Background: an optimization exercise with open tools, aiming at small area, a short achievable clock period and few clock cycles. Do not read the settings as production practice. The RTL was checked by simulation tests, not by an equivalence proof against the original design. No activity file was given, so power comes from the tool's default toggle rates.

===== flow/run.sh =====
#!/bin/bash
# synth_recipe.tcl (not shown) runs the flow's synth.tcl, then flattens the netlist and writes it again
# the make line also repeats each setting of config.mk as NAME=value (left out here)
make -C /OpenROAD-flow-scripts/flow DESIGN_CONFIG=/design/flow/config.mk WORK_HOME=/design/flow/orfs CLKGATE_MAP_FILE= SYNTH_SCRIPT=/design/flow/synth_recipe.tcl finish

===== flow/config.mk =====
export PLATFORM = sky130hd
export DESIGN_NAME = modular_exponentiation
export DESIGN_NICKNAME = modular_exponentiation
export VERILOG_FILES = /design/flow/design.v
export SDC_FILE = /design/flow/constraint.sdc
export NUM_CORES = 4
export LEC_CHECK = 0
export CAP_MARGIN = 20
export CORE_MARGIN = 2
export CORE_UTILIZATION = 40
export SETUP_SLACK_MARGIN = 2.0
export SLEW_MARGIN = 20
export TNS_END_PERCENT = 100

===== flow/constraint.sdc =====
create_clock -name core_clock -period 7.0 [get_ports {clk}]
set_input_delay 1.4000 -clock core_clock [delete_from_list [all_inputs] [get_ports {clk}]]
set_output_delay 1.4000 -clock core_clock [all_outputs]
set_load 0.01 [all_outputs]

===== flow/design.v =====
`timescale 1ns / 1ps
package mexp_pkg;
	localparam int unsigned FIELD_BITS = 32;
endpackage
`timescale 1ns / 1ps
module mexp_unit #(
	parameter int W = 32
) (
	input  logic         bit_i,
	input  logic [W-1:0] r_i,
	input  logic [W-1:0] a_i,
	input  logic [W-1:0] m_i,
	output logic [W-1:0] y_o
);
	localparam int X = W + 3;
	logic [X-1:0] r2, p, nm1, nm2;
	logic [X-1:0] s1, c1, s2, c2;
	logic [X-1:0] t, x1, x2;
	assign r2  = {2'b00, r_i, 1'b0};
	assign p   = bit_i ? {3'b000, a_i} : '0;
	assign nm1 = ~{3'b000, m_i};
	assign nm2 = ~{2'b00, m_i, 1'b0};
	assign s1 = r2 ^ p ^ nm1;
	assign c1 = {((r2 & p) | (r2 & nm1) | (p & nm1)), 1'b1};
	assign s2 = r2 ^ p ^ nm2;
	assign c2 = {((r2 & p) | (r2 & nm2) | (p & nm2)), 1'b1};
	assign t  = r2 + p;
	assign x1 = s1 + c1;
	assign x2 = s2 + c2;
	always_comb begin
		if (!x2[X-1]) begin
			y_o = x2[W-1:0];
		end else if (!x1[X-1]) begin
			y_o = x1[W-1:0];
		end else begin
			y_o = t[W-1:0];
		end
	end
endmodule
`timescale 1ns / 1ps
module modular_exponentiation #(
	parameter int OPERAND_BITS = 32
) (
	input  logic        clk,
	input  logic        arst_n,
	input  logic        s_tvalid,
	output logic        s_tready,
	input  logic [95:0] s_tdata,
	output logic        m_tvalid,
	input  logic        m_tready,
	output logic [31:0] m_tdata,
	output logic        m_tuser
);
	localparam int W = OPERAND_BITS;
	typedef enum logic [2:0] {
		S_IDLE = 3'd0,
		S_CHK  = 3'd1,
		S_SKIP = 3'd2,
		S_RUN  = 3'd3,
		S_FRST = 3'd6,
		S_DONE = 3'd4,
		S_OUT  = 3'd5
	} seq_state_t;
	seq_state_t   state_q;
	logic [W-1:0] mod_q;
	logic [W-1:0] acc_q;
	logic [W-1:0] r_q;
	logic         bit_q;
	logic         sq_q;
	logic [4:0]   cnt_q;
	logic [4:0]   eidx_q;
	logic         err_q;
	logic [W-1:0] in_b;
	logic [W-1:0] in_e;
	logic [W-1:0] step;
	logic         ebit;
	logic         last;
	assign in_b = s_tdata[31:0];
	assign in_e = s_tdata[63:32];
	assign ebit = in_e[eidx_q];
	assign last = (cnt_q == 5'd0);
	mexp_unit #(
		.W(W)
	) u_unit (
		.bit_i(bit_q),
		.r_i  (r_q),
		.a_i  (acc_q),
		.m_i  (mod_q),
		.y_o  (step)
	);
	always_ff @(posedge clk) begin
		mod_q <= s_tdata[95:64];
	end
	always_ff @(posedge clk or negedge arst_n) begin
		if (!arst_n) begin
			state_q <= S_IDLE;
		end else begin
			unique case (state_q)
				S_IDLE: begin
					if (s_tvalid) begin
						state_q <= S_CHK;
					end
				end
				S_CHK: begin
					if (mod_q == '0 || in_e == '0) begin
						state_q <= S_DONE;
					end else begin
						state_q <= S_SKIP;
					end
				end
				S_SKIP: begin
					if (ebit) begin
						state_q <= S_FRST;
					end
				end
				S_FRST: begin
					state_q <= S_RUN;
				end
				S_RUN: begin
					if (last) begin
						if (!(sq_q && ebit) && eidx_q == 5'd0) begin
							state_q <= S_DONE;
						end else begin
							state_q <= S_FRST;
						end
					end
				end
				S_DONE: begin
					state_q <= S_OUT;
				end
				S_OUT: begin
					if (m_tready) begin
						state_q <= s_tvalid ? S_CHK : S_IDLE;
					end
				end
				default: begin
					state_q <= S_IDLE;
				end
			endcase
		end
	end
	always_ff @(posedge clk) begin
		if (state_q == S_RUN) begin
			r_q <= step;
		end else if (state_q == S_FRST && (sq_q ? acc_q[W-1] : in_b[W-1])) begin
			r_q <= acc_q;
		end else begin
			r_q <= '0;
		end
	end
	always_ff @(posedge clk) begin
		unique case (state_q)
			S_CHK: begin
				err_q  <= (mod_q == '0);
				acc_q  <= (mod_q == '0) ? W'(0) : W'(1);
				eidx_q <= 5'd31;
			end
			S_SKIP: begin
				sq_q  <= 1'b0;
				if (!ebit) begin
					eidx_q <= eidx_q - 5'd1;
				end
			end
			S_FRST: begin
				cnt_q <= 5'd30;
				bit_q <= sq_q ? acc_q[W-2] : in_b[W-2];
			end
			S_RUN: begin
				if (!last) begin
					cnt_q <= cnt_q - 5'd1;
					bit_q <= sq_q ? acc_q[cnt_q - 5'd1] : in_b[cnt_q - 5'd1];
				end else begin
					acc_q <= step;
					if (sq_q && ebit) begin
						sq_q  <= 1'b0;
					end else begin
						sq_q   <= 1'b1;
						eidx_q <= eidx_q - 5'd1;
					end
				end
			end
			default: begin
			end
		endcase
	end
	assign s_tready = (state_q == S_DONE);
	assign m_tvalid = (state_q == S_OUT);
	assign m_tdata  = acc_q;
	assign m_tuser  = err_q;
endmodule

==> results by group, run 1 <==
Logic synthesis
  • Synth warn: 2
  • Synth area leader: edfxtp_1
  • Synth top cells by count: 130 x inv_1, 113 x a21oi_1, 99 x nand2_1
  • Largest cells by area after synthesis: edfxtp_1 11%, dfxtp_1 11%, fa_1 11%
  • #FFs+latches synth: 112
  • Avg Cell Area, Syn: 8.88 um2
  • Synth async-reset ratio: 0.0268
  • Share of the synthesized area in the top cell type: 0.115
  • Sequential area share after synthesis: 0.230
  • Main flop type after synthesis: dfxtp_1
  • Syn_nets: 1583
  • Post-Syn Area: 0.0118 mm2
  • EDFF count, synth: 45
  • Cell variety after synth: 81
  • Cells after Synth: 1323
  • Count leader, synth: inv_1

Die
  • Die area: 0.0308 mm2
  • Die height: 175 um
  • Die Width: 175 um
  • Core area: 0.0288 mm2
  • Starting density of the core: 0.408
  • I/O Pins: 135
  • Cell Rows: 62

Critical path
  • CP startpoint kind: flop
  • Flop-to-flop setup slack: 2.22 ns
  • Critical path's largest stage delay: 0.47 ns
  • Critical path origin: bit_q
  • Reg-to-Reg Start: bit_q
  • Data required, critical path: 7.16 ns
  • Crit. End Element: flop
  • Crit path arrival time: 4.94 ns
  • Critical-path cell list: buf_4 > and2_1 > inv_1 > fa_1 > inv_1 > ha_1 > o211ai_1 > a21boi_1 > o2111ai_1 > a211oi_1 > o211ai_1 > nor4bb_4 > buf_4 > nand2_1 > o21ai_0
  • Crit-path max FO: 22
  • Worst Setup Path Type: flop to flop
  • Slowest cell on crit path: fa_1

Run
  • Total of max-cap violations: 0

STA
  • RSZ-0062 raised after global routing: false
  • Fmax: 209 MHz
  • Minimum clock period: 4.78 ns
  • Fin crit share: 0.682
  • Worst Skew: 0.0128 ns
  • Slew HR: 0.418
  • Worst-Margin Slew: 0.865 ns
  • Hold Fails Final Rpt: 0
  • Slew Viols, Final: 0
  • Final-report setup violation count: 0
  • Final TNS setup: 0 ns

Global route
  • Grt ovf: 0
  • Antenna violations before repair: 1
  • Largest net degree at the start of global routing: 39
  • GRT Resource Usage Total: 0.252
  • First-pass GRT wire length: 59800 um
  • Vias in the first global route: 10.5k

Power
  • Max IR drop VDD: 210 uV
  • Leakage: 6.21 nW
  • PwrDens: 498 mW/mm2

Drt
  • Initial DRC Count: 849
  • Vias after detailed routing: 10.5k
  • First-pass iteration count of the detailed router: 5
  • Routed len/inst: 21.3 um
  • Residual DRC: 0
  • Post-DRT Antenna Nets: 0
  • Total Wirelength: 38800 um
  • Drt via density: 5.78

Placement
  • Port bufs: 134
  • GPL Wtd Cong: 0.938
  • HPWL Detailed: 30700 um
  • Area post-placement: 0.0135 mm2
  • Cell Count Post-Placement: 1803

Clock network
  • Clk slew on worst S/H paths: 0.08 ns
  • Clk sinks: 112
  • CTS tree: yes
  • Hold buffer count at cts: 0
  • Number of buffers created by CTS: 9
  • Largest buffer count on any clock path: 2
  • Worst-skew pair later-pin latency: 0.38 ns
  • Root Buffer: clkbuf_16
  • Htree depth: 3

Min path
  • HP Class: flop to flop
  • Hold Startpoint: state_q[1]

Final layout
  • Ant. Diodes: 0
  • Post-route cell area: 0.0138 mm2
  • Layout cells sized above 1: 0.0591
  • Area Overhead vs Synth: 17.7%
  • Final layout net count: 1694
  • Non-Filler Instances: 1823
  • Post-layout util: 0.481

Outcome
  • Status: timing/DRC/antenna clean
-- worst max-delay path, delay by kind of cell (launching register included) --
family	cells	cell delay (ns)
flops	1	0.33
buf+inv	4	0.70
simple gates	3	0.86
compound gates	6	1.96
fa+ha+maj	2	0.69
-- where the power goes --
part | total (W) | internal [W] | switching, W
clock | 0.000569 | 0.000284 | 0.000284
sequential | 0.00112 | 0.000892 | 0.000233
combinational | 0.00520 | 0.00213 | 0.00307
-- final timing paths --
path                              end  depth (start not counted)
max in group asynchronous  state_q[2]                          1
hold / removal             state_q[2]                          1
min in group asynchronous  state_q[0]                          1
hold reg to reg            state_q[2]                          1
setup / recovery            acc_q[12]                         15
setup reg to reg            acc_q[12]                         15
-- cell type report --
| cell class | instances | area [um2] |
|---|---|---|
| Clock inverter | 6 | 75.1 |
| Fill cell | 2759 | 15000 |
| Clock buffer | 10 | 229 |
| Tap cell | 384 | 480 |
| Sequential cell | 112 | 2710 |
| Timing Repair Buffer | 149 | 1470 |
| Inverter | 131 | 492 |
| Multi-Input combinational cell | 1031 | 8380 |
-- state kept, by name (all words and copies together), names as in the netlist --
signal,cells
bit_q,1
cnt_q,5
state_q,3
sq_q,1
acc_q,32
mod_q,32
eidx_q,5
err_q,1
r_q,32
-- timing repair --
action	4_1_cts	5_1_grt
endpoints found under the setup margin	46	53
buffers inserted	1	3
gates resized for setup	1	1
pin swaps	0	1
-- cell usage in the layout, fill, tap and decap left out, drive strengths merged, types with 15 or more instances in the layout --
cell	instances
fa	63
a31oi	15
clkdlybuf4s50	134
dfxtp	64
a21o	66
xor2	30
xnor2	56
mux4	23
o21ai	58
edfxtp	45
mux2i	16
nor2	82
nor3	22
and3	17
o211ai	20
buf	15
and2	30
nand4	19
nand2	99
nor4	17
a211oi	34
inv	133
a21oi	113
ha	97
nand3	22
-- stage by stage --
step                      power [W]  setup slack (ns)  hold WS [ns]
after global placement      0.00619              1.80         0.519
after CTS                   0.00681              2.01         0.534
final                       0.00689              2.22         0.531
after detailed placement    0.00620              1.67         0.522
after floorplan             0.00482              3.15         0.470
after global routing        0.00743              2.04         0.555
-- per-layer routing --
metal / up-vias / GRT usage / share of wire
met5: - / 0 / 0
met3: 33 / 0.0398 / 0.070
met4: 0 / 0.0535 / 0.012
li1: 5017 / - / -
met1: 5079 / 0.359 / 0.47
met2: 409 / 0.405 / 0.45
-- logic make-up after synthesis --
kind of cell / Yosys count / synth area share
and+or+nand+nor: 348 / 0.146
DFF: 112 / 0.230
AOI/OAI and AO/OA: 390 / 0.222
muxes: 46 / 0.0644
xor gates and xnor gates: 86 / 0.0641
adders and majority gates: 161 / 0.211
buffers and inverters: 180 / 0.0610
Testbench counts, summed over its fixed seeds: cycles 282,571.
==> inputs of run 2 (changes only) <==
--- a/flow/config.mk
+++ b/flow/config.mk
@@ -9,5 +9,5 @@
 export CORE_MARGIN = 2
 export CORE_UTILIZATION = 40
-export SETUP_SLACK_MARGIN = 2.0
+export SETUP_SLACK_MARGIN = 3.0
 export SLEW_MARGIN = 20
 export TNS_END_PERCENT = 100
==> results by group, run 2 <==
STA
  • RSZ-0062 raised after global routing: true (was false)
  • Worst-Margin Slew: 0.918 ns (was 0.865 ns)
  • Worst Skew: 0.0149 ns (was 0.0128 ns)
  • Hold_ws: 0.527 ns (was 0.531 ns)
  • Slew Viols, Final: 0 (unchanged)
  • Minimum clock period: 4.01 ns (was 4.78 ns)
  • Slew HR: 0.383 (was 0.418)
  • Final-report setup violation count: 0 (unchanged)
  • Fmax: 250 MHz (was 209 MHz)
  • Fin crit share: 0.572 (was 0.682)
  • Hold Fails Final Rpt: 0 (unchanged)
  • Final TNS setup: 0 ns (unchanged)

Logic synthesis
  • Count leader, synth: inv_1 (unchanged)
  • Post-Syn Area: 0.0118 mm2 (unchanged)
  • Avg Cell Area, Syn: 8.88 um2 (unchanged)
  • Largest cells by area after synthesis: edfxtp_1 11%, dfxtp_1 11%, fa_1 11% (unchanged)
  • Synth async-reset ratio: 0.0268 (unchanged)
  • Synth area leader: edfxtp_1 (unchanged)
  • Sequential area share after synthesis: 0.230 (unchanged)
  • Cell variety after synth: 81 (unchanged)
  • Synth warn: 2 (unchanged)
  • Share of the synthesized area in the top cell type: 0.115 (unchanged)
  • Main flop type after synthesis: dfxtp_1 (unchanged)
  • Cells after Synth: 1323 (unchanged)
  • Synth top cells by count: 130 x inv_1, 113 x a21oi_1, 99 x nand2_1 (unchanged)
  • Syn_nets: 1583 (unchanged)
  • #FFs+latches synth: 112 (unchanged)
  • EDFF count, synth: 45 (unchanged)

Drt
  • WL met3: 3030 um (was 2720 um)
  • First-pass iteration count of the detailed router: 5 (unchanged)
  • WL met2: 18800 um (was 17500 um)
  • Total Wirelength: 41700 um (was 38800 um)
  • Routed len/inst: 22.3 um (was 21.3 um)
  • Vias after detailed routing: 11.0k (was 10.5k)
  • Drt via density: 5.89 (was 5.78)
  • Residual DRC: 0 (unchanged)
  • Initial DRC Count: 970 (was 849)
  • Post-DRT Antenna Nets: 0 (unchanged)
  • DR top layer: met4 (unchanged)
  • WL met1: 18900 um (was 18200 um)

Final layout
  • Final layout net count: 1745 (was 1694)
  • Layout cells sized above 1: 0.171 (was 0.0591)
  • Most common cell after layout, fill and taps aside: clkdlybuf4s50_1 (unchanged)
  • Ant. Diodes: 0 (unchanged)
  • Biggest regs: acc_q x32, mod_q x32, r_q x32 (unchanged)
  • Post-layout util: 0.526 (was 0.481)
  • Area Overhead vs Synth: 28.9% (was 17.7%)
  • Most frequent cells in the layout: 134 x clkdlybuf4s50_1, 129 x inv_1, 96 x a21oi_1, 95 x nand2_1, 78 x nor2_1 (was 134 x clkdlybuf4s50_1, 130 x inv_1, 113 x a21oi_1, 99 x nand2_1, 97 x ha_1)

Clock network
  • Htree depth: 3 (unchanged)
  • Root Buffer: clkbuf_16 (unchanged)
  • CTS tree: yes (unchanged)
  • Clk sinks: 112 (unchanged)
  • Clk slew on worst S/H paths: 0.08 ns (about the same)
  • Number of buffers created by CTS: 9 (unchanged)
  • Largest buffer count on any clock path: 2 (unchanged)
  • Hold buffer count at cts: 0 (unchanged)
  • Worst-skew pair later-pin latency: 0.38 ns (about the same)

Power
  • Sw Share: 0.503 (was 0.521)
  • Comb pwr share: 0.790 (was 0.754)
  • Leakage: 6.56 nW (was 6.21 nW)
  • Pint: 0.00402 W (was 0.00330 W)
  • Max IR drop VDD: 189 uV (was 210 uV)
  • NetSw: 0.00406 W (was 0.00359 W)
  • PwrDens: 534 mW/mm2 (was 498 mW/mm2)
  • Sequential power share: 0.140 (was 0.163)
  • Share of power burned in the clock network: 0.071 (was 0.083)

Global route
  • Antenna violations before repair: 1 (unchanged)
  • Grt ovf: 0 (unchanged)
  • GRT Resource Usage Total: 0.266 (was 0.252)
  • First-pass GRT wire length: 62600 um (was 59800 um)
  • Largest net degree at the start of global routing: 36 (was 39)
  • Vias in the first global route: 10.8k (was 10.5k)

Min path
  • HP Class: flop to flop (unchanged)
  • Hold depth: 1 (unchanged)

Die
  • Core area: 0.0288 mm2 (unchanged)
  • Die area: 0.0308 mm2 (unchanged)
  • Die Width: 175 um (unchanged)
  • Die height: 175 um (unchanged)
  • Starting density of the core: 0.408 (unchanged)
  • I/O Pins: 135 (unchanged)
  • Cell Rows: 62 (unchanged)

Critical path
  • Worst Setup Path Type: flop to flop (unchanged)
  • RR Endpoint: acc_q[17] (was acc_q[12])
  • Data required, critical path: 7.12 ns (was 7.16 ns)
  • Crit path arrival time: 4.13 ns (was 4.94 ns)
  • CP startpoint kind: flop (unchanged)
  • Crit-path max FO: 9 (was 22)
  • Path depth of the worst reg2reg path: 18 (was 15)
  • Last element of the critical path: acc_q[17] (was acc_q[12])
  • Critical path origin: bit_q (unchanged)
  • Crit. End Element: flop (unchanged)
  • Flop-to-flop setup slack: 2.99 ns (was 2.22 ns)
  • Reg-to-Reg Start: bit_q (unchanged)

Outcome
  • Status: timing/DRC/antenna clean (unchanged)

Placement
  • HPWL Detailed: 30700 um (unchanged)
  • Port bufs: 134 (unchanged)
  • GPL Wtd Cong: 0.938 (unchanged)

Run
  • Total of max-cap violations: 0 (unchanged)
run 2: cell count changes in the layout (fill, tap and decap cells not counted), moves of 9 or more:
cell and change:
and2_4 +9, a21oi_1 -17, a211oi_2 +11, ha_4 +20, a21oi_2 +14, o21ai_0 -10
and2_1 -14, a211oi_1 -13, buf_4 +33, ha_1 -34, ha_2 +14
run 2: power by group through the flow:
stage | registers (W) | clock network (W) | logic [W]
5_1_grt | 0.00116 | 0.000600 | 0.00687
3_5_place_dp | 0.00116 | 0 | 0.00504
3_3_place_gp | 0.00116 | 0 | 0.00503
6_report | 0.00113 | 0.000570 | 0.00638
4_1_cts | 0.00113 | 0.000577 | 0.00565
2_1_floorplan | 0.00102 | 0 | 0.00380
run 2: cells by family (layout without fill, tap and decap cells):
| kind of cell | after synthesis | after routing | share of synthesized area |
|---|---|---|---|
| DFF | 112 | 112 | 0.230 |
| adders and majority gates | 161 | 161 | 0.211 |
| buffers and inverters | 180 | 346 | 0.0610 |
| AOI/OAI and AO/OA | 390 | 390 | 0.222 |
| xor gates and xnor gates | 86 | 86 | 0.0641 |
| and+or+nand+nor | 348 | 349 | 0.146 |
| muxes | 46 | 46 | 0.0644 |
run 2: cell type report:
cell class                 count  area [um2]
fill                        2631       13600
tap                          384         480
sequential                   112        2710
multi-input combinational   1032        9130
inverter                     131         492
timing repair buffer         199        2030
clock inverter                 6        75.1
clock buffer                  10         229
run 2: repair_timing:
action	4_1_cts	5_1_grt
endpoints found under the hold margin	0	0
endpoints found under the setup margin	64	64
pin swaps	17	48
buffers inserted	29	20
gates resized for setup	53	127
gates cloned	4	2
run 2: how the worst min path moves through the flow:
| stage | start | endpoint | slack (ns) |
|---|---|---|---|
| floorplan | state_q[1] | state_q[2] | 0.47 |
| global placement | state_q[1] | state_q[2] | 0.52 |
| detailed placement | state_q[1] | state_q[2] | 0.52 |
| CTS | state_q[1] | state_q[2] | 0.53 |
| global route | state_q[1] | state_q[2] | 0.56 |
| finish | state_q[1] | state_q[2] | 0.53 |
run 2: metal layers:
layer  up-vias  GRT usage
li1       5117          -
met1      5385      0.370
met2       468      0.429
met3        62     0.0433
met4         0     0.0688
met5         -          0
run 2: critical path: stages (launching register included):
cell and delay, ns:
edfxtp_1 0.46, buf_6 0.18, and2_4 0.14, inv_1 0.09, fa_1 0.43, inv_1 0.12, ha_4 0.23, a211o_1 0.27
a31o_4 0.23, nand3_4 0.10, a31oi_4 0.11, a211oi_4 0.33, o31ai_4 0.11, buf_6 0.14, buf_6 0.13, clkbuf_16 0.16
a31o_1 0.17, a21o_1 0.17, and2_1 0.16
run 2: metrics by stage:
| stage | area (um2) | total power (W) | cells | setup WS [ns] |
|---|---|---|---|---|
| after floorplan | 11800 | 0.00482 | 1323 | 3.15 |
| after global placement | 13500 | 0.00619 | 1803 | 1.80 |
| after detailed placement | 13500 | 0.00620 | 1803 | 1.67 |
| after CTS | 14400 | 0.00735 | 1852 | 2.99 |
| after global routing | 15100 | 0.00862 | 1874 | 2.81 |
| final | 15100 | 0.00808 | 1874 | 2.99 |
==> inputs of run 3 (changes only) <==
==> flow/flow/run.sh (new file) <==
#!/bin/bash
# layout flow: the standard one, except that the port buffers (every input and output port still
# gets one) are the platform's smallest plain buffer instead of the delay buffer buffer_ports picks
bash standard.sh "BUFFER_PORTS_ARGS=-buffer_cell sky130_fd_sc_hd__buf_1" finish > standard.log 2>&1
==> flow/standard.sh (new file) <==
#!/bin/bash
# synth_recipe.tcl (not shown) runs the flow's synth.tcl, then flattens the netlist and writes it again
# the make line also repeats each setting of config.mk as NAME=value (left out here)
make -C /OpenROAD-flow-scripts/flow DESIGN_CONFIG=/design/flow/config.mk WORK_HOME=/design/flow/orfs CLKGATE_MAP_FILE= SYNTH_SCRIPT=/design/flow/synth_recipe.tcl "${@:-finish}"
removed: flow/run.sh
==> results by group, run 3 <==
Power
  • Leakage: 6.21 nW (was 6.56 nW)
  • Design Power: 0.00809 W (was 0.00808 W)
  • Max IR drop VDD: 186 uV (was 189 uV)
  • PwrDens: 562 mW/mm2 (was 534 mW/mm2)

STA
  • Fin crit share: 0.591 (was 0.572)
  • Worst Setup Slack, final: 2.86 ns (was 2.99 ns)
  • Worst-Margin Slew: 1.05 ns (was 0.918 ns)
  • Final TNS setup: 0 ns (unchanged)
  • RSZ-0062 raised after global routing: true (unchanged)
  • Hold_ws: 0.524 ns (was 0.527 ns)
  • Slew HR: 0.294 (was 0.383)
  • Fmax: 242 MHz (was 250 MHz)
  • Worst Skew: 0.0192 ns (was 0.0149 ns)
  • Minimum clock period: 4.14 ns (was 4.01 ns)
  • Hold Fails Final Rpt: 0 (unchanged)
  • Final-report setup violation count: 0 (unchanged)
  • Slew Viols, Final: 0 (unchanged)

Final layout
  • Biggest regs: acc_q x32, mod_q x32, r_q x32 (unchanged)
  • Final layout net count: 1747 (was 1745)
  • Ant. Diodes: 0 (unchanged)
  • Layout cells sized above 1: 0.180 (was 0.171)
  • Area Overhead vs Synth: 22.4% (was 28.9%)
  • Most common cell after layout, fill and taps aside: buf_1 (was clkdlybuf4s50_1)
  • Post-route cell area: 0.0144 mm2 (was 0.0151 mm2)
  • Most frequent cells in the layout: 134 x buf_1, 127 x inv_1, 97 x nand2_1, 94 x a21oi_1, 73 x nor2_1 (was 134 x clkdlybuf4s50_1, 129 x inv_1, 96 x a21oi_1, 95 x nand2_1, 78 x nor2_1)

Placement
  • GPL Wtd Cong: 0.976 (was 0.938)
  • HPWL Detailed: 29900 um (was 30700 um)
  • Port bufs: 134 (unchanged)
  • Area post-placement: 0.0126 mm2 (was 0.0135 mm2)
  • DP Worst Slack: 1.65 ns (was 1.67 ns)

Global route
  • First-pass GRT wire length: 61100 um (was 62600 um)
  • Largest net degree at the start of global routing: 36 (unchanged)
  • Grt ovf: 0 (unchanged)
  • GRT Resource Usage Total: 0.258 (was 0.266)
  • Antenna violations before repair: 0 (was 1)
  • Vias in the first global route: 10.8k (about the same)

Min path
  • HP Class: flop to flop (unchanged)
  • Worst hold path endpoint: state_q[2] (unchanged)
  • Hold depth: 1 (unchanged)
  • Hold Startpoint: state_q[1] (unchanged)

Clock network
  • Clk sinks: 112 (unchanged)
  • Root Buffer: clkbuf_16 (unchanged)
  • Number of buffers created by CTS: 9 (unchanged)
  • CTS tree: yes (unchanged)
  • Worst-skew pair later-pin latency: 0.38 ns (about the same)
  • Htree depth: 3 (unchanged)
  • Hold buffer count at cts: 0 (unchanged)
  • Clk slew on worst S/H paths: 0.09 ns (was 0.08 ns)
  • Largest buffer count on any clock path: 2 (unchanged)

Drt
  • Residual DRC: 0 (unchanged)
  • Routed len/inst: 21.6 um (was 22.3 um)
  • Vias after detailed routing: 11.0k (about the same)
  • Drt via density: 5.86 (was 5.89)
  • Post-DRT Antenna Nets: 0 (unchanged)
  • First-pass iteration count of the detailed router: 7 (was 5)
  • Initial DRC Count: 892 (was 970)
  • Total Wirelength: 40600 um (was 41700 um)

Logic synthesis
  • Main flop type after synthesis: dfxtp_1 (unchanged)
  • Synth warn: 2 (unchanged)
  • Largest cells by area after synthesis: edfxtp_1 11%, dfxtp_1 11%, fa_1 11% (unchanged)
  • Synth async-reset ratio: 0.0268 (unchanged)
  • Share of the synthesized area in the top cell type: 0.115 (unchanged)
  • Count leader, synth: inv_1 (unchanged)
  • Syn_nets: 1583 (unchanged)
  • Sequential area share after synthesis: 0.230 (unchanged)
  • #FFs+latches synth: 112 (unchanged)
  • Synth area leader: edfxtp_1 (unchanged)
  • EDFF count, synth: 45 (unchanged)
  • Cells after Synth: 1323 (unchanged)
  • Synth top cells by count: 130 x inv_1, 113 x a21oi_1, 99 x nand2_1 (unchanged)
  • Avg Cell Area, Syn: 8.88 um2 (unchanged)
  • Post-Syn Area: 0.0118 mm2 (unchanged)
  • Cell variety after synth: 81 (unchanged)

Die
  • Die area: 0.0308 mm2 (unchanged)
  • Starting density of the core: 0.408 (unchanged)
  • Die Width: 175 um (unchanged)
  • Cell Rows: 62 (unchanged)
  • Core area: 0.0288 mm2 (unchanged)
  • I/O Pins: 135 (unchanged)
  • Die height: 175 um (unchanged)

Critical path
  • Data required, critical path: 7.13 ns (was 7.12 ns)
  • Path depth of the worst reg2reg path: 15 (was 18)
  • Worst Setup Path Type: flop to flop (unchanged)
  • CP startpoint kind: flop (unchanged)
  • Critical path origin: bit_q (unchanged)
  • Reg-to-Reg Start: bit_q (unchanged)
  • Crit. End Element: flop (unchanged)
  • RR Endpoint: acc_q[17] (unchanged)
  • Crit-path max FO: 7 (was 9)
  • Flop-to-flop setup slack: 2.86 ns (was 2.99 ns)
  • Crit path arrival time: 4.27 ns (was 4.13 ns)

Outcome
  • Status: timing/DRC/antenna clean (unchanged)

Run
  • Total of max-cap violations: 0 (unchanged)
-- run 3: cell counts after synthesis --
No cell type changed its count.
-- run 3: layer usage --
| metal | global-route usage | part of all wire | vias to the layer above |
|---|---|---|---|
| met5 | 0 | 0 | - |
| met4 | 0.0802 | 0.035 | 0 |
| met3 | 0.0502 | 0.085 | 94 |
| met2 | 0.409 | 0.45 | 487 |
| met1 | 0.354 | 0.43 | 5305 |
| li1 | - | - | 5116 |
-- run 3: worst max path at each step --
stage	endpoint	slack (ns)	cells after the start
after floorplan	acc_q[17]	3.15	16
after global placement	acc_q[17]	1.73	15
after detailed placement	acc_q[17]	1.65	15
after CTS	acc_q[17]	2.97	15
after global routing	acc_q[0]	2.81	16
final	acc_q[17]	2.86	15
-- run 3: cells by family after synthesis --
logic type | after synthesis | share of synthesized area
compound gates | 390 | 0.222
simple gates | 348 | 0.146
buf+inv | 180 | 0.0610
fa+ha+maj | 161 | 0.211
flops | 112 | 0.230
xor+xnor | 86 | 0.0641
mux | 46 | 0.0644
-- run 3: critical path, stage by stage, from the launching register on --
cell and delay, ns:
edfxtp_1 0.51, buf_6 0.18, buf_6 0.12, and2_1 0.17
fa_1 0.49, ha_4 0.32, and3_4 0.19, a21boi_4 0.24
o2111ai_4 0.21, a211oi_4 0.36, o211ai_1 0.21, nor4bb_4 0.21
buf_6 0.18, buf_6 0.14, a21o_1 0.21, and2_1 0.16
-- run 3: report_power, final --
group / internal, W / leakage, nW / switching, W
logic: 0.00285 / 5.10 / 0.00361
clock network: 0.000249 / 0.135 / 0.000280
registers: 0.000892 / 0.977 / 0.000210
-- run 3: through the flow --
| stage | cells | utilization |
|---|---|---|
| 2_1_floorplan | 1323 | - |
| 3_3_place_gp | 1805 | 0.439 |
| 3_5_place_dp | 1805 | 0.439 |
| 4_1_cts | 1853 | 0.472 |
| 5_1_grt | 1876 | 0.500 |
| 6_report | 1876 | 0.500 |
-- run 3: area by class of cell --
cell class,count,area (um2)
sequential,112,2710
timing repair buffer,202,1260
clock inverter,6,51.3
clock buffer,10,229
tap,384,480
inverter,131,497
fill,2731,14400
multi-input combinational,1031,9160
-- run 3: repair_timing --
item | in CTS | in global routing
cloned | 4 | 3
setup buffers | 28 | 20
pin swaps | 19 | 38
resized for setup | 72 | 136
endpoints found under the hold margin | 0 | 0
setup endpoints to repair | 64 | 64
==> inputs of run 4 (changes only) <==
--- a/flow/config.mk
+++ b/flow/config.mk
@@ -9,5 +9,5 @@
 export CORE_MARGIN = 2
 export CORE_UTILIZATION = 40
-export SETUP_SLACK_MARGIN = 3.0
+export SETUP_SLACK_MARGIN = 2.5
 export SLEW_MARGIN = 20
 export TNS_END_PERCENT = 100
==> results by group, run 4 <==
Drt
  • Initial DRC Count: 836 (was 892)
  • Vias after detailed routing: 10.6k (was 11.0k)
  • Residual DRC: 0 (unchanged)
  • Post-DRT Antenna Nets: 0 (unchanged)
  • Drt via density: 5.80 (was 5.86)
  • Total Wirelength: 37800 um (was 40600 um)
  • First-pass iteration count of the detailed router: 5 (was 7)
  • Routed len/inst: 20.6 um (was 21.6 um)

Final layout
  • Layout cells sized above 1: 0.0691 (was 0.180)
  • Ant. Diodes: 0 (unchanged)
  • Most frequent cells in the layout: 134 x buf_1, 130 x inv_1, 111 x a21oi_1, 99 x nand2_1, 97 x ha_1 (was 134 x buf_1, 127 x inv_1, 97 x nand2_1, 94 x a21oi_1, 73 x nor2_1)
  • Final layout net count: 1703 (was 1747)
  • Biggest regs: acc_q x32, mod_q x32, r_q x32 (unchanged)
  • Post-layout util: 0.453 (was 0.500)
  • Most common cell after layout, fill and taps aside: buf_1 (unchanged)
  • Area Overhead vs Synth: 11.0% (was 22.4%)

Power
  • Max IR drop VDD: 157 uV (was 186 uV)
  • PwrDens: 520 mW/mm2 (was 562 mW/mm2)
  • Leakage: 5.88 nW (was 6.21 nW)

Clock network
  • Clk slew on worst S/H paths: 0.09 ns (about the same)
  • Largest buffer count on any clock path: 2 (unchanged)
  • Hold buffer count at cts: 0 (unchanged)
  • CTS tree: yes (unchanged)
  • Number of buffers created by CTS: 9 (unchanged)
  • Htree depth: 3 (unchanged)
  • Worst-skew pair later-pin latency: 0.38 ns (about the same)
  • Root Buffer: clkbuf_16 (unchanged)
  • Clk sinks: 112 (unchanged)

STA
  • Worst Skew: 0.0193 ns (was 0.0192 ns)
  • RSZ-0062 raised after global routing: true (unchanged)
  • Final TNS setup: 0 ns (unchanged)
  • Fin crit share: 0.628 (was 0.591)
  • Worst-Margin Slew: 1.04 ns (was 1.05 ns)
  • Final-report setup violation count: 0 (unchanged)
  • Minimum clock period: 4.40 ns (was 4.14 ns)
  • Fmax: 227 MHz (was 242 MHz)
  • Slew Viols, Final: 0 (unchanged)
  • Slew HR: 0.300 (was 0.294)
  • Hold Fails Final Rpt: 0 (unchanged)

Die
  • Die area: 0.0308 mm2 (unchanged)
  • Die Width: 175 um (unchanged)
  • Die height: 175 um (unchanged)
  • Cell Rows: 62 (unchanged)
  • Core area: 0.0288 mm2 (unchanged)
  • I/O Pins: 135 (unchanged)
  • Starting density of the core: 0.408 (unchanged)

Logic synthesis
  • #FFs+latches synth: 112 (unchanged)
  • Post-Syn Area: 0.0118 mm2 (unchanged)
  • Main flop type after synthesis: dfxtp_1 (unchanged)
  • Count leader, synth: inv_1 (unchanged)
  • Synth warn: 2 (unchanged)
  • Avg Cell Area, Syn: 8.88 um2 (unchanged)
  • Largest cells by area after synthesis: edfxtp_1 11%, dfxtp_1 11%, fa_1 11% (unchanged)
  • Share of the synthesized area in the top cell type: 0.115 (unchanged)
  • Cells after Synth: 1323 (unchanged)
  • Cell variety after synth: 81 (unchanged)
  • Synth top cells by count: 130 x inv_1, 113 x a21oi_1, 99 x nand2_1 (unchanged)
  • Syn_nets: 1583 (unchanged)
  • Sequential area share after synthesis: 0.230 (unchanged)
  • EDFF count, synth: 45 (unchanged)
  • Synth area leader: edfxtp_1 (unchanged)
  • Synth async-reset ratio: 0.0268 (unchanged)

Placement
  • Port bufs: 134 (unchanged)
  • HPWL Detailed: 29900 um (unchanged)
  • GPL Wtd Cong: 0.976 (unchanged)

Global route
  • Vias in the first global route: 10.3k (was 10.8k)
  • GRT Resource Usage Total: 0.247 (was 0.258)
  • First-pass GRT wire length: 58600 um (was 61100 um)
  • Largest net degree at the start of global routing: 41 (was 36)
  • Antenna violations before repair: 0 (unchanged)
  • Grt ovf: 0 (unchanged)

Critical path
  • Critical path's largest stage delay: 0.50 ns (was 0.51 ns)
  • Crit path arrival time: 4.62 ns (was 4.27 ns)
  • Data required, critical path: 7.22 ns (was 7.13 ns)
  • Worst Setup Path Type: flop to flop (unchanged)
  • Critical-path cell list: buf_4 > nand2_1 > fa_1 > inv_1 > ha_1 > a21oi_1 > nand4b_1 > a31oi_2 > a41oi_1 > a211oi_2 > nand4bb_1 > buf_4 > nand2_1 > or2_2 > o21ai_0 (was buf_6 > buf_6 > and2_1 > fa_1 > ha_4 > and3_4 > a21boi_4 > o2111ai_4 > a211oi_4 > o211ai_1 > nor4bb_4 > buf_6 > buf_6 > a21o_1 > and2_1)
  • CP startpoint kind: flop (unchanged)
  • Crit. End Element: flop (unchanged)
  • Flop-to-flop setup slack: 2.60 ns (was 2.86 ns)
  • Slowest cell on crit path: fa_1 (was edfxtp_1)
  • Crit-path max FO: 15 (was 7)

Outcome
  • Status: timing/DRC/antenna clean (unchanged)

Min path
  • HP Class: flop to flop (unchanged)

Run
  • Total of max-cap violations: 0 (unchanged)
## run 4: final cells by class
class | instances | area (um2)
flip-flops and latches | 112 | 2710
repair buffers | 158 | 691
fillers | 2866 | 15700
well taps | 384 | 480
inverters | 131 | 492
multi-input cells | 1031 | 8400
clock buffers | 10 | 229
clock inverters | 6 | 51.3
## run 4: what timing repair did
| item | in CTS | in global routing |
|---|---|---|
| buffers inserted | 7 | 4 |
| cloned | 0 | 0 |
| pin swaps | 2 | 4 |
| endpoints found under the setup margin | 64 | 60 |
| gates resized for setup | 1 | 11 |
## run 4: power breakdown
part	internal [W]	switching, W	leakage, nW
sequential	0.000892	0.000206	0.977
combinational	0.00207	0.00309	4.76
clock	0.000249	0.000278	0.135
total	0.00321	0.00358	5.88
## run 4: final timing paths
kind                       cells past startpoint          to        from
max                                           15   acc_q[25]       bit_q
min in group asynchronous                      1  state_q[0]      arst_n
min                                            1  state_q[2]  state_q[1]
max reg2reg                                   15   acc_q[25]       bit_q
max in group asynchronous                      1  state_q[1]      arst_n
min reg2reg                                    1  state_q[2]  state_q[1]
## run 4: stage by stage
step	cell area, um2	std cells	power (W)	worst slack, ns	hold WS (ns)
6_report	13000	1832	0.00679	2.60	0.524
5_1_grt	13000	1832	0.00735	2.42	0.559
4_1_cts	13000	1828	0.00668	2.56	0.527
3_5_place_dp	12600	1805	0.00608	1.65	0.514
3_3_place_gp	12600	1805	0.00605	1.73	0.509
2_1_floorplan	11800	1323	0.00482	3.15	0.470
## run 4: logic make-up after synthesis
kind of cell,count (synthesis),share of synthesized area
DFF,112,0.230
buffers and inverters,180,0.0610
adders and majority gates,161,0.211
and+or+nand+nor,348,0.146
muxes,46,0.0644
xor gates and xnor gates,86,0.0641
AOI/OAI and AO/OA,390,0.222
## run 4: per-layer routing
| metal | vias to the layer above | track usage | share of wire |
|---|---|---|---|
| li1 | 5020 | - | - |
| met1 | 5172 | 0.347 | 0.46 |
| met2 | 390 | 0.397 | 0.45 |
| met3 | 35 | 0.0390 | 0.069 |
| met4 | 0 | 0.0618 | 0.016 |
| met5 | - | 0 | 0 |
## run 4: worst max-delay path, delay by kind of cell, from the launching register on
| kind | cells | cell delay (ns) |
|---|---|---|
| AND/OR/NAND/NOR | 5 | 1.13 |
| AO/OA/AOI/OAI | 5 | 1.11 |
| buffers and inverters | 3 | 0.61 |
| flip-flops | 1 | 0.45 |
| adder cells (fa/ha/maj) | 2 | 0.94 |
==> inputs of run 5 (changes only) <==
--- a/flow/config.mk
+++ b/flow/config.mk
@@ -8,6 +8,6 @@
 export CAP_MARGIN = 20
 export CORE_MARGIN = 2
-export CORE_UTILIZATION = 40
-export SETUP_SLACK_MARGIN = 2.5
+export CORE_UTILIZATION = 55
+export SETUP_SLACK_MARGIN = 2.75
 export SLEW_MARGIN = 20
 export TNS_END_PERCENT = 100
==> results by group, run 5 <==
Power
  • Pint: 0.00337 W (was 0.00321 W)
  • Share of power burned in the clock network: 0.077 (was 0.078)
  • PwrDens: 538 mW/mm2 (was 520 mW/mm2)
  • Comb pwr share: 0.768 (was 0.761)
  • NetSw: 0.00374 W (was 0.00358 W)
  • Sequential power share: 0.155 (was 0.162)
  • Leakage: 5.96 nW (was 5.88 nW)
  • Max IR drop VDD: 273 uV (was 157 uV)
  • Sw Share: 0.526 (was 0.527)

Critical path
  • Critical path's largest stage delay: 0.45 ns (was 0.50 ns)
  • Crit. End Element: flop (unchanged)
  • Data required, critical path: 7.16 ns (was 7.22 ns)
  • Critical path buffers and inverters: 2 (was 3)
  • Critical-path cell list: buf_4 > buf_8 > and2_1 > fa_1 > ha_2 > nand4_2 > nor2_1 > nor2_1 > o211ai_1 > a21oi_2 > o21ai_2 > a31oi_1 > xnor2_1 > a211oi_1 > a211oi_1 (was buf_4 > nand2_1 > fa_1 > inv_1 > ha_1 > a21oi_1 > nand4b_1 > a31oi_2 > a41oi_1 > a211oi_2 > nand4bb_1 > buf_4 > nand2_1 > or2_2 > o21ai_0)
  • Worst Setup Path Type: flop to flop (unchanged)
  • Crit path arrival time: 4.33 ns (was 4.62 ns)
  • Crit-path max FO: 14 (was 15)
  • CP startpoint kind: flop (unchanged)
  • Crit path max-delay family: compound AO/OA/AOI/OAI gates (was simple AND/OR/NAND/NOR gates)
  • Slowest cell on crit path: edfxtp_1 (was fa_1)

Die
  • Die Width: 150 um (was 175 um)
  • Die height: 150 um (was 175 um)
  • Starting density of the core: 0.559 (was 0.408)
  • I/O Pins: 135 (unchanged)
  • Die area: 0.0226 mm2 (was 0.0308 mm2)
  • Core area: 0.0210 mm2 (was 0.0288 mm2)
  • Cell Rows: 53 (was 62)

Clock network
  • Hold buffer count at cts: 0 (unchanged)
  • Htree depth: 3 (unchanged)
  • Worst-skew pair later-pin latency: 0.38 ns (about the same)
  • Largest buffer count on any clock path: 2 (unchanged)
  • CTS tree: yes (unchanged)
  • Number of buffers created by CTS: 9 (unchanged)
  • Clk sinks: 112 (unchanged)
  • Clk slew on worst S/H paths: 0.09 ns (about the same)
  • Root Buffer: clkbuf_16 (unchanged)

Drt
  • Total Wirelength: 38400 um (was 37800 um)
  • Routed len/inst: 22.1 um (was 20.6 um)
  • First-pass iteration count of the detailed router: 5 (unchanged)
  • Residual DRC: 0 (unchanged)
  • Drt via density: 6.19 (was 5.80)
  • Initial DRC Count: 778 (was 836)
  • Post-DRT Antenna Nets: 0 (unchanged)
  • Vias after detailed routing: 10.7k (was 10.6k)

Logic synthesis
  • Adder-Cell Fraction of Synth Area: 0.211 (unchanged)
  • Count leader, synth: inv_1 (unchanged)
  • Cells after Synth: 1323 (unchanged)
  • Multiplexer share of the synthesized area: 0.0644 (unchanged)
  • Cell variety after synth: 81 (unchanged)
  • Post-Syn Area: 0.0118 mm2 (unchanged)
  • Synth top cells by count: 130 x inv_1, 113 x a21oi_1, 99 x nand2_1 (unchanged)
  • #FFs+latches synth: 112 (unchanged)
  • Synth async-reset ratio: 0.0268 (unchanged)
  • Synth warn: 2 (unchanged)
  • Share of the synthesized area in the top cell type: 0.115 (unchanged)
  • Largest cells by area after synthesis: edfxtp_1 11%, dfxtp_1 11%, fa_1 11% (unchanged)
  • Compound-Gate Fraction of Synth Area: 0.222 (unchanged)
  • Largest family of logic cells by synthesized area: compound AO/OA/AOI/OAI gates (unchanged)
  • Main flop type after synthesis: dfxtp_1 (unchanged)
  • Sequential area share after synthesis: 0.230 (unchanged)
  • Synth area leader: edfxtp_1 (unchanged)
  • Syn_nets: 1583 (unchanged)
  • Avg Cell Area, Syn: 8.88 um2 (unchanged)
  • EDFF count, synth: 45 (unchanged)
  • Xor-xnor portion of the synthesized cell area: 0.0641 (unchanged)
  • Simple-gate area share of the yosys netlist: 0.146 (unchanged)

Global route
  • Largest net degree at the start of global routing: 36 (was 41)
  • First-pass GRT wire length: 57600 um (was 58600 um)
  • Antenna violations before repair: 0 (unchanged)
  • GRT Resource Usage Total: 0.340 (was 0.247)
  • Vias in the first global route: 10.3k (about the same)
  • Grt ovf: 0 (unchanged)

Final layout
  • Post-layout util: 0.629 (was 0.453)
  • Most frequent cells in the layout: 134 x buf_1, 130 x inv_1, 107 x a21oi_1, 98 x nand2_1, 88 x ha_1 (was 134 x buf_1, 130 x inv_1, 111 x a21oi_1, 99 x nand2_1, 97 x ha_1)
  • Ant. Diodes: 0 (unchanged)
  • Area Overhead vs Synth: 12.6% (was 11.0%)
  • Most common cell after layout, fill and taps aside: buf_1 (unchanged)
  • Fillers: 1865 (was 2866)
  • Biggest regs: acc_q x32, mod_q x32, r_q x32 (unchanged)
  • Layout cells sized above 1: 0.0987 (was 0.0691)
  • Final layout net count: 1714 (was 1703)

STA
  • Slew HR: 0.312 (was 0.300)
  • Fmax: 240 MHz (was 227 MHz)
  • Final-report setup violation count: 0 (unchanged)
  • Fin crit share: 0.596 (was 0.628)
  • Worst Skew: 0.0121 ns (was 0.0193 ns)
  • Final TNS setup: 0 ns (unchanged)
  • Worst-Margin Slew: 1.02 ns (was 1.04 ns)
  • Minimum clock period: 4.17 ns (was 4.40 ns)
  • Slew Viols, Final: 0 (unchanged)
  • RSZ-0062 raised after global routing: true (unchanged)
  • Hold Fails Final Rpt: 0 (unchanged)

Outcome
  • Status: timing/DRC/antenna clean (unchanged)

Min path
  • HP Class: flop to flop (unchanged)

Placement
  • Port bufs: 134 (unchanged)
  • GPL Wtd Cong: 0.965 (was 0.976)
  • HPWL Detailed: 29800 um (was 29900 um)

Run
  • Total of max-cap violations: 0 (unchanged)
==> run 5: cell counts after synthesis <==
No cell type changed its count.
==> run 5: repair_timing <==
item	4_1_cts	5_1_grt
gates resized for setup	9	45
endpoints found under the setup margin	64	62
buffers inserted	14	9
pin swaps	3	10
==> run 5: logic make-up after synthesis <==
kind of cell | after synthesis
flops | 112
compound gates | 390
buf+inv | 180
fa+ha+maj | 161
mux | 46
xor+xnor | 86
simple gates | 348
==> run 5: stage by stage <==
stage | worst slack, ns | cell area (um2) | hold WS [ns] | total power, W | instances
floorplan | 3.15 | 11800 | 0.470 | 0.00482 | 1323
global placement | 1.44 | 12500 | 0.511 | 0.00612 | 1694
detailed placement | 1.34 | 12500 | 0.509 | 0.00613 | 1695
CTS | 2.76 | 13000 | 0.520 | 0.00682 | 1725
global route | 2.71 | 13200 | 0.537 | 0.00763 | 1734
finish | 2.83 | 13200 | 0.518 | 0.00711 | 1734
==> run 5: layout make-up <==
class,count,area (um2),share of cell area
well taps,275,344,0.0260
clock buffers,9,225,0.0170
repair buffers,169,806,0.0609
multi-input cells,1031,8580,0.649
clock inverters,7,73.8,0.00558
inverters,131,492,0.0372
flip-flops and latches,112,2710,0.205
==> run 5: power groups by stage <==
stage	clock [W]	sequential, W	combinational [W]
4_1_cts	0.000554	0.00110	0.00517
3_3_place_gp	0	0.00114	0.00498
6_report	0.000550	0.00110	0.00546
3_5_place_dp	0	0.00114	0.00499
5_1_grt	0.000575	0.00112	0.00593
2_1_floorplan	0	0.00102	0.00380
==> run 5: worst register-to-register path, cell delays in order (launching register included) <==
cell and delay [ns]:
edfxtp_1 0.45, buf_4 0.17, buf_8 0.16, and2_1 0.21
fa_1 0.45, ha_2 0.39, nand4_2 0.18, nor2_1 0.19
nor2_1 0.07, o211ai_1 0.42, a21oi_2 0.17, o21ai_2 0.24
a31oi_1 0.14, xnor2_1 0.25, a211oi_1 0.14, a211oi_1 0.34
==> run 5: routing by layer <==
metal | wire length, um | track usage | up-vias
li1 | - | - | 5043
met1 | 16600 | 0.458 | 5194
met2 | 17900 | 0.558 | 440
met3 | 2880 | 0.0542 | 53
met4 | 1040 | 0.122 | 0
met5 | 0 | 0 | -
==> run 5: worst paths after layout <==
kind                            startpoint          to  slack, ns  cells past startpoint
worst max register to register       bit_q   acc_q[31]       2.83                     15
worst min register to register  state_q[1]  state_q[2]       0.52                      1
min in group asynchronous           arst_n  state_q[1]       0.83                      1
max in group asynchronous           arst_n  state_q[0]       6.01                      1
worst min-delay path            state_q[1]  state_q[2]       0.52                      1
worst max-delay path                 bit_q   acc_q[31]       2.83                     15
==> inputs of run 6 (changes only) <==
--- a/flow/design.v
+++ b/flow/design.v
@@ -7,7 +7,6 @@
 	parameter int W = 32
 ) (
-	input  logic         bit_i,
 	input  logic [W-1:0] r_i,
-	input  logic [W-1:0] a_i,
+	input  logic [W-1:0] p_i,
 	input  logic [W-1:0] m_i,
 	output logic [W-1:0] y_o
@@ -18,5 +17,5 @@
 	logic [X-1:0] t, x1, x2;
 	assign r2  = {2'b00, r_i, 1'b0};
-	assign p   = bit_i ? {3'b000, a_i} : '0;
+	assign p   = {3'b000, p_i};
 	assign nm1 = ~{3'b000, m_i};
 	assign nm2 = ~{2'b00, m_i, 1'b0};
@@ -66,5 +65,5 @@
 	logic [W-1:0] acc_q;
 	logic [W-1:0] r_q;
-	logic         bit_q;
+	logic [W-1:0] p_q;
 	logic         sq_q;
 	logic [4:0]   cnt_q;
@@ -83,7 +82,6 @@
 		.W(W)
 	) u_unit (
-		.bit_i(bit_q),
 		.r_i  (r_q),
-		.a_i  (acc_q),
+		.p_i  (p_q),
 		.m_i  (mod_q),
 		.y_o  (step)
@@ -141,4 +139,7 @@
 	end
 	always_ff @(posedge clk) begin
+		p_q <= (sq_q ? acc_q[cnt_q - 5'd1] : in_b[cnt_q - 5'd1]) ? acc_q : '0;
+	end
+	always_ff @(posedge clk) begin
 		if (state_q == S_RUN) begin
 			r_q <= step;
@@ -158,4 +159,5 @@
 			S_SKIP: begin
 				sq_q  <= 1'b0;
+				cnt_q <= 5'd31;
 				if (!ebit) begin
 					eidx_q <= eidx_q - 5'd1;
@@ -163,12 +165,9 @@
 			end
 			S_FRST: begin
-				cnt_q <= 5'd30;
-				bit_q <= sq_q ? acc_q[W-2] : in_b[W-2];
+				cnt_q <= cnt_q - 5'd1;
 			end
 			S_RUN: begin
-				if (!last) begin
-					cnt_q <= cnt_q - 5'd1;
-					bit_q <= sq_q ? acc_q[cnt_q - 5'd1] : in_b[cnt_q - 5'd1];
-				end else begin
+				cnt_q <= cnt_q - 5'd1;
+				if (last) begin
 					acc_q <= step;
 					if (sq_q && ebit) begin
==> flow/run.sh (new file) <==
#!/bin/bash
# synth_recipe.tcl (not shown) runs the flow's synth.tcl, then flattens the netlist and writes it again
# the make line also repeats each setting of config.mk as NAME=value (left out here)
make -C /OpenROAD-flow-scripts/flow DESIGN_CONFIG=/design/flow/config.mk WORK_HOME=/design/flow/orfs CLKGATE_MAP_FILE= SYNTH_SCRIPT=/design/flow/synth_recipe.tcl finish
--- a/flow/config.mk
+++ b/flow/config.mk
@@ -8,6 +8,6 @@
 export CAP_MARGIN = 20
 export CORE_MARGIN = 2
-export CORE_UTILIZATION = 55
-export SETUP_SLACK_MARGIN = 2.75
+export CORE_UTILIZATION = 40
+export SETUP_SLACK_MARGIN = 2.5
 export SLEW_MARGIN = 20
 export TNS_END_PERCENT = 100
removed: flow/flow/run.sh
removed: flow/standard.sh
==> results by group, run 6 <==
Final layout
  • Fillers: 3234 (was 1865)
  • Most frequent cells in the layout: 201 x inv_1, 134 x clkdlybuf4s50_1, 118 x a21oi_1, 107 x nand2_1, 98 x ha_1 (was 134 x buf_1, 130 x inv_1, 107 x a21oi_1, 98 x nand2_1, 88 x ha_1)
  • Layout cells sized above 1: 0.0619 (was 0.0987)
  • Area Overhead vs Synth: 17.8% (was 12.6%)
  • Final layout net count: 1899 (was 1714)
  • Ant. Diodes: 0 (unchanged)
  • Most common cell after layout, fill and taps aside: inv_1 (was buf_1)

Logic synthesis
  • Syn_nets: 1795 (was 1583)
  • #FFs+latches synth: 143 (was 112)
  • Main flop type after synthesis: dfxtp_1 (unchanged)
  • Cells after Synth: 1532 (was 1323)
  • Synth top cells by count: 201 x inv_1, 119 x a21oi_1, 108 x nand2_1 (was 130 x inv_1, 113 x a21oi_1, 99 x nand2_1)
  • Count leader, synth: inv_1 (unchanged)
  • Adder-Cell Fraction of Synth Area: 0.190 (was 0.211)
  • Avg Cell Area, Syn: 8.70 um2 (was 8.88 um2)
  • Cell variety after synth: 85 (was 81)
  • Compound-Gate Fraction of Synth Area: 0.217 (was 0.222)
  • Xor-xnor portion of the synthesized cell area: 0.0519 (was 0.0641)
  • Sequential area share after synthesis: 0.249 (was 0.230)
  • Synth async-reset ratio: 0.0210 (was 0.0268)
  • Share of the synthesized area in the top cell type: 0.144 (was 0.115)
  • Post-Syn Area: 0.0133 mm2 (was 0.0118 mm2)
  • Largest family of logic cells by synthesized area: compound AO/OA/AOI/OAI gates (unchanged)
  • Multiplexer share of the synthesized area: 0.0629 (was 0.0644)
  • EDFF count, synth: 44 (was 45)
  • Synth warn: 2 (unchanged)
  • Simple-gate area share of the yosys netlist: 0.151 (was 0.146)
  • Synth area leader: dfxtp_1 (was edfxtp_1)
  • Largest cells by area after synthesis: dfxtp_1 14%, edfxtp_1 9.9%, fa_1 9.8% (was edfxtp_1 11%, dfxtp_1 11%, fa_1 11%)

Die
  • Starting density of the core: 0.408 (was 0.559)
  • Core area: 0.0327 mm2 (was 0.0210 mm2)
  • Die Width: 187 um (was 150 um)
  • Die area: 0.0348 mm2 (was 0.0226 mm2)
  • Die height: 187 um (was 150 um)
  • I/O Pins: 135 (unchanged)
  • Cell Rows: 66 (was 53)

Drt
  • Total Wirelength: 47200 um (was 38400 um)
  • Routed len/inst: 22.6 um (was 22.1 um)
  • Vias after detailed routing: 12.4k (was 10.7k)
  • Residual DRC: 0 (unchanged)
  • Drt via density: 5.91 (was 6.19)
  • Post-DRT Antenna Nets: 0 (unchanged)
  • First-pass iteration count of the detailed router: 6 (was 5)
  • Initial DRC Count: 1227 (was 778)

Power
  • Share of power burned in the clock network: 0.110 (was 0.077)
  • Design Power: 0.00896 W (was 0.00711 W)
  • Max IR drop VDD: 215 uV (was 273 uV)
  • Pint: 0.00422 W (was 0.00337 W)
  • Leakage: 6.80 nW (was 5.96 nW)
  • Sw Share: 0.529 (was 0.526)
  • Sequential power share: 0.161 (was 0.155)
  • Comb pwr share: 0.729 (was 0.768)
  • PwrDens: 570 mW/mm2 (was 538 mW/mm2)
  • NetSw: 0.00474 W (was 0.00374 W)

STA
  • Final TNS setup: 0 ns (unchanged)
  • Minimum clock period: 4.34 ns (was 4.17 ns)
  • Fmax: 231 MHz (was 240 MHz)
  • Final-report setup violation count: 0 (unchanged)
  • Hold Fails Final Rpt: 0 (unchanged)
  • Worst Skew: 0.0153 ns (was 0.0121 ns)
  • Slew HR: 0.276 (was 0.312)
  • Hold_ws: 0.560 ns (was 0.518 ns)
  • Fin crit share: 0.620 (was 0.596)
  • Slew Viols, Final: 0 (unchanged)
  • RSZ-0062 raised after global routing: false (was true)
  • Worst-Margin Slew: 1.09 ns (was 1.02 ns)
  • Worst Setup Slack, final: 2.66 ns (was 2.83 ns)

Global route
  • Largest net degree at the start of global routing: 33 (was 36)
  • Antenna violations before repair: 0 (unchanged)
  • First-pass GRT wire length: 72200 um (was 57600 um)
  • GRT Resource Usage Total: 0.269 (was 0.340)
  • Vias in the first global route: 12.1k (was 10.3k)
  • Grt ovf: 0 (unchanged)

Outcome
  • Status: timing/DRC/antenna clean (unchanged)

Clock network
  • Number of buffers created by CTS: 17 (was 9)
  • Worst-skew pair later-pin latency: 0.44 ns (was 0.38 ns)
  • CTS tree: yes (unchanged)
  • Hold buffer count at cts: 0 (unchanged)
  • Largest buffer count on any clock path: 2 (unchanged)
  • Clk sinks: 143 (was 112)
  • Post-CTS Setup Bufs: 0 (was 14)
  • Root Buffer: clkbuf_16 (unchanged)
  • Clk slew on worst S/H paths: 0.07 ns (was 0.09 ns)
  • Htree depth: 4 (was 3)

Critical path
  • CP startpoint kind: flop (unchanged)
  • Crit path arrival time: 4.61 ns (was 4.33 ns)
  • Crit-path max FO: 30 (was 14)
  • Data required, critical path: 7.27 ns (was 7.16 ns)
  • Crit. End Element: flop (unchanged)
  • Worst Setup Path Type: flop to flop (unchanged)

Placement
  • GPL Wtd Cong: 0.936 (was 0.965)
  • DP Worst Slack: 2.48 ns (was 1.34 ns)
  • HPWL Detailed: 37600 um (was 29800 um)
  • Port bufs: 134 (unchanged)

Min path
  • HP Class: flop to flop (unchanged)

Run
  • Total of max-cap violations: 0 (unchanged)
-- run 6: cell types whose count changed after synthesis, sizes merged, moves of 19 or more --
| cell | change |
|---|---|
| a21o | -19 |
| inv | +70 |
| o21ai | +29 |
| nor2b | +36 |
| and2 | -22 |
| dfxtp | +32 |
-- run 6: critical path: stages (launching register included) --
cell,delay [ns]
dfxtp_1,0.43
inv_1,0.09
fa_1,0.48
ha_1,0.35
o211ai_1,0.19
a211oi_2,0.50
nor4_4,0.11
o41ai_4,0.52
a31o_4,0.28
a41oi_4,0.30
buf_6,0.31
or3b_1,0.42
a31oi_2,0.17
-- run 6: final timing paths --
kind | startpoint | endpoint | slack, ns | depth (start not counted)
worst max-delay path | mod_q[2] | acc_q[20] | 2.66 | 12
worst min-delay path | acc_q[30] | r_q[30] | 0.56 | 2
worst max register to register | mod_q[2] | acc_q[20] | 2.66 | 12
worst min register to register | acc_q[30] | r_q[30] | 0.56 | 2
max in group asynchronous | arst_n | state_q[0] | 5.73 | 1
min in group asynchronous | arst_n | state_q[1] | 1.13 | 1
-- run 6: repair_timing --
action | in CTS | in global routing
endpoints found under the setup margin | 3 | 20
gates resized for setup | 1 | 7
gates cloned | 0 | 0
pin swaps | 0 | 2
-- run 6: logic make-up after synthesis --
family	after synthesis
flops	143
mux	46
xor+xnor	79
fa+ha+maj	163
simple gates	407
compound gates	430
buf+inv	264
-- run 6: power by group through the flow --
stage / registers (W) / logic (W) / clock network (W)
floorplan: 0.00130 / 0.00468 / 0
global placement: 0.00145 / 0.00634 / 0
detailed placement: 0.00145 / 0.00635 / 0
CTS: 0.00144 / 0.00640 / 0.000996
global route: 0.00146 / 0.00711 / 0.00103
finish: 0.00144 / 0.00653 / 0.000984
-- run 6: layout make-up --
cell class | instances | area, um2 | share of cell area
inverter | 201 | 754 | 0.0481
tap | 442 | 553 | 0.0352
clock inverter | 12 | 156 | 0.00996
clock buffer | 20 | 447 | 0.0285
timing repair buffer | 148 | 1450 | 0.0924
sequential | 143 | 3320 | 0.211
multi-input combinational | 1125 | 9020 | 0.575
-- run 6: metrics by stage --
stage / util / area (um2) / instances
CTS: 0.479 / 15700 / 2091
finish: 0.480 / 15700 / 2091
detailed placement: 0.461 / 15100 / 2059
global placement: 0.461 / 15100 / 2059
global route: 0.480 / 15700 / 2091
floorplan: - / 13300 / 1532
-- run 6: layer usage --
layer	up-vias	part of all wire	GRT usage	routed length, um
met1	6060	0.44	0.369	20700
li1	5678	-	-	-
met2	548	0.47	0.444	22000
met4	0	0.028	0.0794	1310
met5	-	0	0	0
met3	81	0.066	0.0365	3120
Testbench counts of run 6, summed over its fixed seeds: cycles 282,571.
==> inputs of run 7 (changes only) <==
--- a/flow/design.v
+++ b/flow/design.v
@@ -70,4 +70,7 @@
 	logic [4:0]   eidx_q;
 	logic         err_q;
+	logic         spec_q;
+	logic         init_q;
+	logic [W-1:0] mul;
 	logic [W-1:0] in_b;
 	logic [W-1:0] in_e;
@@ -138,6 +141,7 @@
 		end
 	end
+	assign mul = init_q ? W'(1) : acc_q;
 	always_ff @(posedge clk) begin
-		p_q <= (sq_q ? acc_q[cnt_q - 5'd1] : in_b[cnt_q - 5'd1]) ? acc_q : '0;
+		p_q <= (sq_q ? acc_q[cnt_q - 5'd1] : in_b[cnt_q - 5'd1]) ? mul : '0;
 	end
 	always_ff @(posedge clk) begin
@@ -145,5 +149,5 @@
 			r_q <= step;
 		end else if (state_q == S_FRST && (sq_q ? acc_q[W-1] : in_b[W-1])) begin
-			r_q <= acc_q;
+			r_q <= mul;
 		end else begin
 			r_q <= '0;
@@ -154,9 +158,10 @@
 			S_CHK: begin
 				err_q  <= (mod_q == '0);
-				acc_q  <= (mod_q == '0) ? W'(0) : W'(1);
+				spec_q <= (mod_q == '0) || (in_e == '0);
 				eidx_q <= 5'd31;
 			end
 			S_SKIP: begin
-				sq_q  <= 1'b0;
+				sq_q   <= 1'b0;
+				init_q <= 1'b1;
 				cnt_q <= 5'd31;
 				if (!ebit) begin
@@ -170,5 +175,6 @@
 				cnt_q <= cnt_q - 5'd1;
 				if (last) begin
-					acc_q <= step;
+					acc_q  <= step;
+					init_q <= 1'b0;
 					if (sq_q && ebit) begin
 						sq_q  <= 1'b0;
@@ -185,5 +191,5 @@
 	assign s_tready = (state_q == S_DONE);
 	assign m_tvalid = (state_q == S_OUT);
-	assign m_tdata  = acc_q;
+	assign m_tdata  = spec_q ? {{(W - 1){1'b0}}, !err_q} : acc_q;
 	assign m_tuser  = err_q;
 endmodule
==> results by group, run 7 <==
Outcome
  • Status: timing/DRC/antenna clean (unchanged)

Die
  • Cell Rows: 66 (unchanged)
  • Die Width: 185 um (was 187 um)
  • Die area: 0.0344 mm2 (was 0.0348 mm2)
  • Die height: 185 um (was 187 um)
  • I/O Pins: 135 (unchanged)
  • Core area: 0.0325 mm2 (was 0.0327 mm2)

Placement
  • GPL Wtd Cong: 0.941 (was 0.936)
  • HPWL Detailed: 33700 um (was 37600 um)
  • Port bufs: 134 (unchanged)

Drt
  • Initial DRC Count: 867 (was 1227)
  • Vias after detailed routing: 11.2k (was 12.4k)
  • Routed len/inst: 20.6 um (was 22.6 um)
  • Post-DRT Antenna Nets: 0 (unchanged)

Logic synthesis
  • Synth area leader: dfxtp_1 (unchanged)
  • Synth warn: 2 (unchanged)
  • Synth async-reset ratio: 0.0207 (was 0.0210)
  • Avg Cell Area, Syn: 8.98 um2 (was 8.70 um2)
  • EDFF count, synth: 46 (was 44)
  • Largest cells by area after synthesis: dfxtp_1 15%, edfxtp_1 10%, fa_1 9.9% (was dfxtp_1 14%, edfxtp_1 9.9%, fa_1 9.8%)
  • Count leader, synth: inv_1 (unchanged)
  • Cell variety after synth: 81 (was 85)
  • Post-Syn Area: 0.0132 mm2 (was 0.0133 mm2)

Power
  • Design Power: 0.00860 W (was 0.00896 W)
  • Max IR drop VDD: 239 uV (was 215 uV)
  • PwrDens: 556 mW/mm2 (was 570 mW/mm2)

STA
  • Worst-Margin Slew: 1.08 ns (was 1.09 ns)
  • RSZ-0062 raised after global routing: false (unchanged)
  • Worst Skew: 0.0158 ns (was 0.0153 ns)
  • Final-report setup violation count: 0 (unchanged)
  • Fmax: 233 MHz (was 231 MHz)
  • Hold Fails Final Rpt: 0 (unchanged)
  • Minimum clock period: 4.29 ns (was 4.34 ns)

Run
  • Total of max-cap violations: 0 (unchanged)

Critical path
  • Crit. End Element: flop (unchanged)
  • Crit-path max FO: 6 (was 30)
  • Worst Setup Path Type: flop to flop (unchanged)
  • Most common cell on crit path: nor2_1
  • Crit path arrival time: 4.66 ns (was 4.61 ns)
  • Critical-path cell list: fa_1 > inv_1 > ha_1 > nand2_1 > nor2_1 > a211oi_1 > o31ai_1 > a2111oi_1 > nor3_1 > nor2_1 > xnor2_1 > nor2_1 > o31ai_1 (was inv_1 > fa_1 > ha_1 > o211ai_1 > a211oi_2 > nor4_4 > o41ai_4 > a31o_4 > a41oi_4 > buf_6 > or3b_1 > a31oi_2)
  • CP startpoint kind: flop (unchanged)

Clock network
  • Root Buffer: clkbuf_16 (unchanged)
  • Clk sinks: 145 (was 143)
  • Number of buffers created by CTS: 17 (unchanged)
  • Htree depth: 4 (unchanged)

Final layout
  • Most common cell after layout, fill and taps aside: inv_1 (unchanged)
  • Area Overhead vs Synth: 17.5% (was 17.8%)
  • Ant. Diodes: 0 (unchanged)

Global route
  • Vias in the first global route: 11.2k (was 12.1k)
run 7: cell count changes after synthesis, sizes merged, moves of 8 or more:
cell	delta
nor3	-8
clkbuf	-14
mux2i	+12
o21ai	-9
and2	+31
nand2	-13
nand3	-20
a22o	+22
run 7: per-layer routing:
layer	vias up	part of all wire	GRT usage
met4	2	0.017	0.0622
met1	5417	0.46	0.355
met5	-	0.00033	0
li1	5386	-	-
met2	384	0.45	0.403
met3	43	0.068	0.0476
run 7: logic make-up (layout without fill, tap and decap cells):
group | after synthesis | count (layout) | synth area share
and+or+nand+nor | 386 | 386 | 0.147
AOI/OAI and AO/OA | 384 | 384 | 0.201
buffers and inverters | 245 | 375 | 0.0750
adders and majority gates | 163 | 163 | 0.192
DFF | 145 | 145 | 0.257
xor gates and xnor gates | 86 | 86 | 0.0572
muxes | 58 | 58 | 0.0719
run 7: path summary, 6_finish.rpt:
| kind | start | end | slack, ns | cells past startpoint |
|---|---|---|---|---|
| worst min register to register | acc_q[29] | r_q[29] | 0.53 | 2 |
| max in group asynchronous | arst_n | state_q[2] | 5.73 | 1 |
| worst max-delay path | mod_q[11] | r_q[29] | 2.71 | 13 |
| worst max register to register | mod_q[11] | r_q[29] | 2.71 | 13 |
| min in group asynchronous | arst_n | state_q[0] | 1.12 | 1 |
| worst min-delay path | acc_q[29] | r_q[29] | 0.53 | 2 |
run 7: worst max-delay path: cells and delay by family, from the launching register on:
kind                     cells  cell delay, ns
AO/OA/AOI/OAI                4            1.95
buffers and inverters        1            0.05
XOR/XNOR                     1            0.22
AND/OR/NAND/NOR              5            0.60
adder cells (fa/ha/maj)      2            0.93
flip-flops                   1            0.43
run 7: what timing repair did:
action,4_1_cts,5_1_grt
hold buffers,0,0
buffers inserted,0,0
gates cloned,0,0
endpoints found under the setup margin,6,11
gates resized for setup,2,2
run 7: report_power, final:
group	total [W]	switching, W	internal (W)
registers	0.00142	0.000206	0.00121
clock network	0.000883	0.000420	0.000463
logic	0.00630	0.00383	0.00247
total	0.00860	0.00446	0.00414
run 7: cell type report:
cell class,count,area [um2]
Inverter,197,739
Sequential cell,145,3380
Multi-Input combinational cell,1077,8820
Timing Repair Buffer,146,1430
Tap cell,442,553
Fill cell,3102,17000
Clock buffer,17,425
Clock inverter,15,123
run 7: stage by stage:
stage          instance area [um2]  hold slack (ns)  utilization  cells  worst slack [ns]
2_1_floorplan                13200            0.468            -   1467              3.49
3_3_place_gp                 14900            0.513        0.460   2007              2.49
3_5_place_dp                 14900            0.510        0.460   2007              2.46
4_1_cts                      15500            0.528        0.477   2039              2.61
5_1_grt                      15500            0.558        0.477   2039              2.50
6_report                     15500            0.526        0.477   2039              2.71
Testbench counts of run 7, summed over its fixed seeds: cycles 282,571.

Re-timed with assumed drivers on the ports (clkbuf_16 on the clock, buf_2 on other inputs), run 7 has 2.710 ns of setup slack against 2.710 ns with ideal ports, and 2.710 ns once port delays also move by the mid clock arrival of 0.508 ns.
